What follows belongs to an exercise in optimizing a design on an open flow for small area and a short achievable clock period; a production flow would make more cautious choices. RTL that was checked went through simulation tests only; none was proved equivalent to the original. No activity file was given, so power comes from the tool's default toggle rates.

== run 1 ==
## mips_id_ex
module mips_id_ex #(
	parameter int P_RF_DEPTH = 32
) (
	input  logic                i_clk,
	input  logic                i_reset,
	input  logic                i_instr_valid,
	input  mips_pkg::word_t     i_instr,
	input  mips_pkg::word_t     i_next_pc,
	input  logic                i_wb_en,
	input  mips_pkg::reg_addr_t i_wb_addr,
	input  mips_pkg::word_t     i_wb_data,
	output logic                o_ex_valid,
	output logic                o_branch,
	output logic                o_memread,
	output logic                o_memwrite,
	output logic                o_memtoreg,
	output logic                o_regwrite,
	output mips_pkg::word_t     o_branch_target,
	output logic                o_zero,
	output mips_pkg::word_t     o_alu_result,
	output mips_pkg::word_t     o_store_data,
	output mips_pkg::reg_addr_t o_dest_addr
);
	logic [31:1][31:0] regs;
	logic [31:1]       wsel;
	logic [31:0]       wdata;
	logic              wr_ok;
	assign wr_ok = i_wb_en && (i_wb_addr != 5'd0);
	assign wdata = i_reset ? 32'd0 : i_wb_data;
	always_comb
	begin
		for (int i = 1; i < 32; i++)
			wsel[i] = i_reset | (i_wb_en & (i_wb_addr == 5'(i)));
	end
	always_ff @(posedge i_clk)
	begin
		for (int i = 1; i < 32; i++)
			if (wsel[i])
				regs[i] <= wdata;
	end
	logic [5:0]  opcode;
	logic [5:0]  funct;
	logic [4:0]  addr_rs;
	logic [4:0]  addr_rt;
	logic [4:0]  addr_rd;
	logic        is_r, is_addi, is_lw, is_sw, is_beq;
	logic        f_sub, f_and, f_or, f_slt, f_sll, f_srl;
	logic        v;
	assign opcode  = i_instr[31:26];
	assign funct   = i_instr[5:0];
	assign addr_rs = i_instr[25:21];
	assign addr_rt = i_instr[20:16];
	assign addr_rd = i_instr[15:11];
	assign is_r    = (opcode == 6'h00);
	assign is_addi = (opcode == 6'h08);
	assign is_lw   = (opcode == 6'h23);
	assign is_sw   = (opcode == 6'h2b);
	assign is_beq  = (opcode == 6'h04);
	assign f_sub = (funct == 6'h22);
	assign f_and = (funct == 6'h24);
	assign f_or  = (funct == 6'h25);
	assign f_slt = (funct == 6'h2a);
  ...
Settings: LEC_CHECK=0, CAP_MARGIN=20, CORE_MARGIN=2, CORE_UTILIZATION=40, PLACE_DENSITY=0.55, SETUP_SLACK_MARGIN=2.55, SLEW_MARGIN=20, TNS_END_PERCENT=20; clock period 5.5 ns.
standard.sh (not shown) runs the stock make flow with config.mk's settings and CLKGATE_MAP_FILE= SYNTH_SCRIPT=/design/flow/synth_recipe.tcl, a recipe that flattens the netlist after the stock synthesis.
==> flow/flow/run.sh <==
#!/bin/bash
# Standard layout with three changes: a plain buffer cell on the ports in place of the tool's
# default pick, no full/half-adder cell extraction in synthesis (plain gates for abc), and a
# clock tree of smaller buffers without dummy loads.
set -euo pipefail
export BUFFER_PORTS_ARGS="-buffer_cell sky130_fd_sc_hd__buf_2"
export CTS_ARGS="-sink_clustering_enable -repair_clock_nets -dont_use_dummy_load -root_buf sky130_fd_sc_hd__clkbuf_16 -buf_list sky130_fd_sc_hd__clkbuf_8 -sink_clustering_size 20"
bash standard.sh ADDER_MAP_FILE= finish > standard_flow.log 2>&1
Input changes introduced in run 2 (baseline for comparison: run 1):
- CAP_MARGIN: 20 -> 10
- SLEW_MARGIN: 20 -> 10
--- a/flow/flow/run.sh
+++ b/flow/flow/run.sh
@@ -5,3 +5,3 @@
 set -euo pipefail
-export BUFFER_PORTS_ARGS="-buffer_cell sky130_fd_sc_hd__buf_2"
+export BUFFER_PORTS_ARGS="-buffer_cell sky130_fd_sc_hd__buf_1"
 export CTS_ARGS="-sink_clustering_enable -repair_clock_nets -dont_use_dummy_load -root_buf sky130_fd_sc_hd__clkbuf_16 -buf_list sky130_fd_sc_hd__clkbuf_8 -sink_clustering_size 20"
- Changes observed in run 2 relative to run 1: wire length increased by 2.3% relative to the old numbers; routing usage on met3 went down 0.96 points; maximum clock skew at final layout now smaller.
- Delta (run 2 minus run 1): final design instance area without fill picked up an extra about 1%; peak clock frequency supported by timing picked up an extra 1.9 MHz; overall track demand over capacity in global routing picked up an extra 0.24 points; average via count per standard cell picked up an extra 1.3%.
- Run 1 has a higher global placement routability congestion than run 2.
Edits applied to the flow inputs when going from run 2 to run 3:
- SLEW_MARGIN changed from 10 to 20
- CAP_MARGIN changed from 10 to 20
- TNS_END_PERCENT removed (was 20)
- SETUP_SLACK_MARGIN changed from 2.55 to 2.8
--- a/flow/flow/run.sh
+++ b/flow/flow/run.sh
@@ -5,3 +5,3 @@
 set -euo pipefail
-export BUFFER_PORTS_ARGS="-buffer_cell sky130_fd_sc_hd__buf_1"
+export BUFFER_PORTS_ARGS="-buffer_cell sky130_fd_sc_hd__buf_2"
 export CTS_ARGS="-sink_clustering_enable -repair_clock_nets -dont_use_dummy_load -root_buf sky130_fd_sc_hd__clkbuf_16 -buf_list sky130_fd_sc_hd__clkbuf_8 -sink_clustering_size 20"
Results
- Routed wire in run 3 totals more than in run 2.
- The required time reported for the critical path endpoint in run 3 sits 110 ps above the value recorded for run 2.
- Max number of antenna violations at the first check in global routing across run 3 and run 2: run 2
- A slowest cell on the critical path of nor4_4 is what run 3 shows, while or4_4 belongs to run 2.
- Cmp run 3 vs run 2: count of cells along the worst register-to-register path higher in run 3
- When run 3 is set beside run 2, its utilization turns out to be 2.6 points larger.
[inputs] run 4 vs run 3
- SETUP_SLACK_MARGIN changed from 2.8 to 2.55
- PLACE_DENSITY changed from 0.55 to 0.65
- CORE_UTILIZATION changed from 40 to 45
- TNS_END_PERCENT newly set to 20
==> comparison <==
Every stage of the flow completed for run 4, and the final layout passed the timing, DRC and antenna checks.
Per the comparison of run 4 with run 3, count of cell instances traversed by the critical path now sits lower; total via count after detailed routing now smaller; part of the cycle the worst path needs shows an increase of 1.6 points; clock power lower.
The final reports for run 4 and run 3 show first-iteration detailed-routing DRC count higher in the former.
Average routed wire per standard cell, run 3 and run 4: smaller value in run 4
Relative to run 3, final standard cell count with taps included and fillers excluded decreased by 328 in run 4.
Run 3 → run 4: relative slew slack lower; total wire length went down about 6.5%; met1 track demand over resource moved up.

---

mips_id_ex, a different RTL version from the one above (not shown whole).
Size in the first run: ~4,400 cells after synthesis, about 1,200 flip-flops, roughly 56,000 µm² of cells after synthesis.
==> flow/design.v (excerpt) <==
module mips_id_ex #(
	parameter int P_RF_DEPTH = 32
) (
	input  logic                i_clk,
	input  logic                i_reset,
	input  logic                i_instr_valid,
	input  mips_pkg::word_t     i_instr,
	input  mips_pkg::word_t     i_next_pc,
	input  logic                i_wb_en,
	input  mips_pkg::reg_addr_t i_wb_addr,
	input  mips_pkg::word_t     i_wb_data,
	output logic                o_ex_valid,
	output logic                o_branch,
	output logic                o_memread,
	output logic                o_memwrite,
	output logic                o_memtoreg,
	output logic                o_regwrite,
	output mips_pkg::word_t     o_branch_target,
	output logic                o_zero,
	output mips_pkg::word_t     o_alu_result,
	output mips_pkg::word_t     o_store_data,
	output mips_pkg::reg_addr_t o_dest_addr
);
	logic [31:1][31:0] regs;
	logic [31:1]       wsel;
	logic [31:0]       wdata;
	logic              wr_ok;
	assign wr_ok = i_wb_en && (i_wb_addr != 5'd0);
	assign wdata = i_reset ? 32'd0 : i_wb_data;
	always_comb
	begin
		for (int i = 1; i < 32; i++)
			wsel[i] = i_reset | (i_wb_en & (i_wb_addr == 5'(i)));
	end
	always_ff @(posedge i_clk)
	begin
		for (int i = 1; i < 32; i++)
			if (wsel[i])
				regs[i] <= wdata;
	end
	logic [5:0]  opcode;
	logic [5:0]  funct;
	logic [4:0]  addr_rs;
	logic [4:0]  addr_rt;
	logic [4:0]  addr_rd;
	logic        is_r, is_addi, is_lw, is_sw, is_beq;
	logic        f_sub, f_and, f_or, f_slt, f_sll, f_srl;
	logic        v;
	assign opcode  = i_instr[31:26];
	assign funct   = i_instr[5:0];
	assign addr_rs = i_instr[25:21];
	assign addr_rt = i_instr[20:16];
	assign addr_rd = i_instr[15:11];
	assign is_r    = (opcode == 6'h00);
	assign is_addi = (opcode == 6'h08);
  ...
clock: 5.5 ns
lec_check: 0
cap_margin: 20
core_margin: 2
core_utilization: 40
place_density: 0.55
setup_slack_margin: 2.8
slew_margin: 20
==> flow/flow/run.sh <==
#!/bin/bash
# Standard layout with three changes: a plain buffer cell on the ports in place of the tool's
# default pick, no full/half-adder cell extraction in synthesis (plain gates for abc), and a
# clock tree of smaller buffers without dummy loads.
set -euo pipefail
export BUFFER_PORTS_ARGS="-buffer_cell sky130_fd_sc_hd__buf_4"
export CTS_ARGS="-sink_clustering_enable -repair_clock_nets -dont_use_dummy_load -root_buf sky130_fd_sc_hd__clkbuf_16 -buf_list sky130_fd_sc_hd__clkbuf_8 -sink_clustering_size 20"
bash standard.sh ADDER_MAP_FILE= finish > standard_flow.log 2>&1
The starting point completed without violations.
==> next run, changes <==
==> flow/flow/run.sh (replaced) <==
#!/bin/bash
# Standard layout with two changes: a plain buffer cell on the ports in place of the tool's
# default pick, and no full/half-adder cell extraction in synthesis (plain gates for abc).
set -euo pipefail
export BUFFER_PORTS_ARGS="-buffer_cell sky130_fd_sc_hd__buf_4"
bash standard.sh ADDER_MAP_FILE= finish > standard_flow.log 2>&1
Combinational power shrinks by about 1%. Wire length shrinks by 0.58%. Sequential power hardly moves. Worst setup slack gets worse by 0.046 ns. Fmax shrinks by 1.4%. Die area stays the same.
No run of this note included a check of the RTL's function; only the layout flow was run.

==> static timing again, ports no longer ideal <==
Ports are ideal in the flow. The routed layouts listed here were re-timed in OpenROAD. Step 1 sets driving cells, clkbuf_16 on the clock port and buf_2 on the other inputs (assumed; they add their load-dependent delay and slew). Step 2 also shifts input and output timing later by t, the mid clock arrival at the registers, as if the neighbouring blocks saw the same clock. Three values: no drivers, after step 1, after step 2; two values: the first two.
| run | shift t [ns] | setup WS [ns] | worst register clock-pin slew, ns |
|---|---|---|---|
| run 1 | 0.861 | 2.248 / 2.274 / 1.413 | 0.07 / 0.07 |
| run 2 | 0.844 | 2.267 / 2.308 / 1.464 | 0.07 / 0.07 |
| run 3 | 0.855 | 2.294 / 2.261 / 1.407 | 0.07 / 0.07 |
| run 4 | 0.847 | 2.206 / 2.240 / 1.393 | 0.07 / 0.07 |
| the first run of note 2 | 0.844 | 2.164 / 2.164 / 1.708 | 0.07 / 0.07 |
| the second run of note 2 | 0.889 | 2.118 / 2.118 / 1.768 | 0.07 / 0.07 |
After both steps every run listed still meets setup and hold. The setup slack of run 3, which loses most, moves by -0.033 ns with the drivers and by -0.887 ns with both steps.
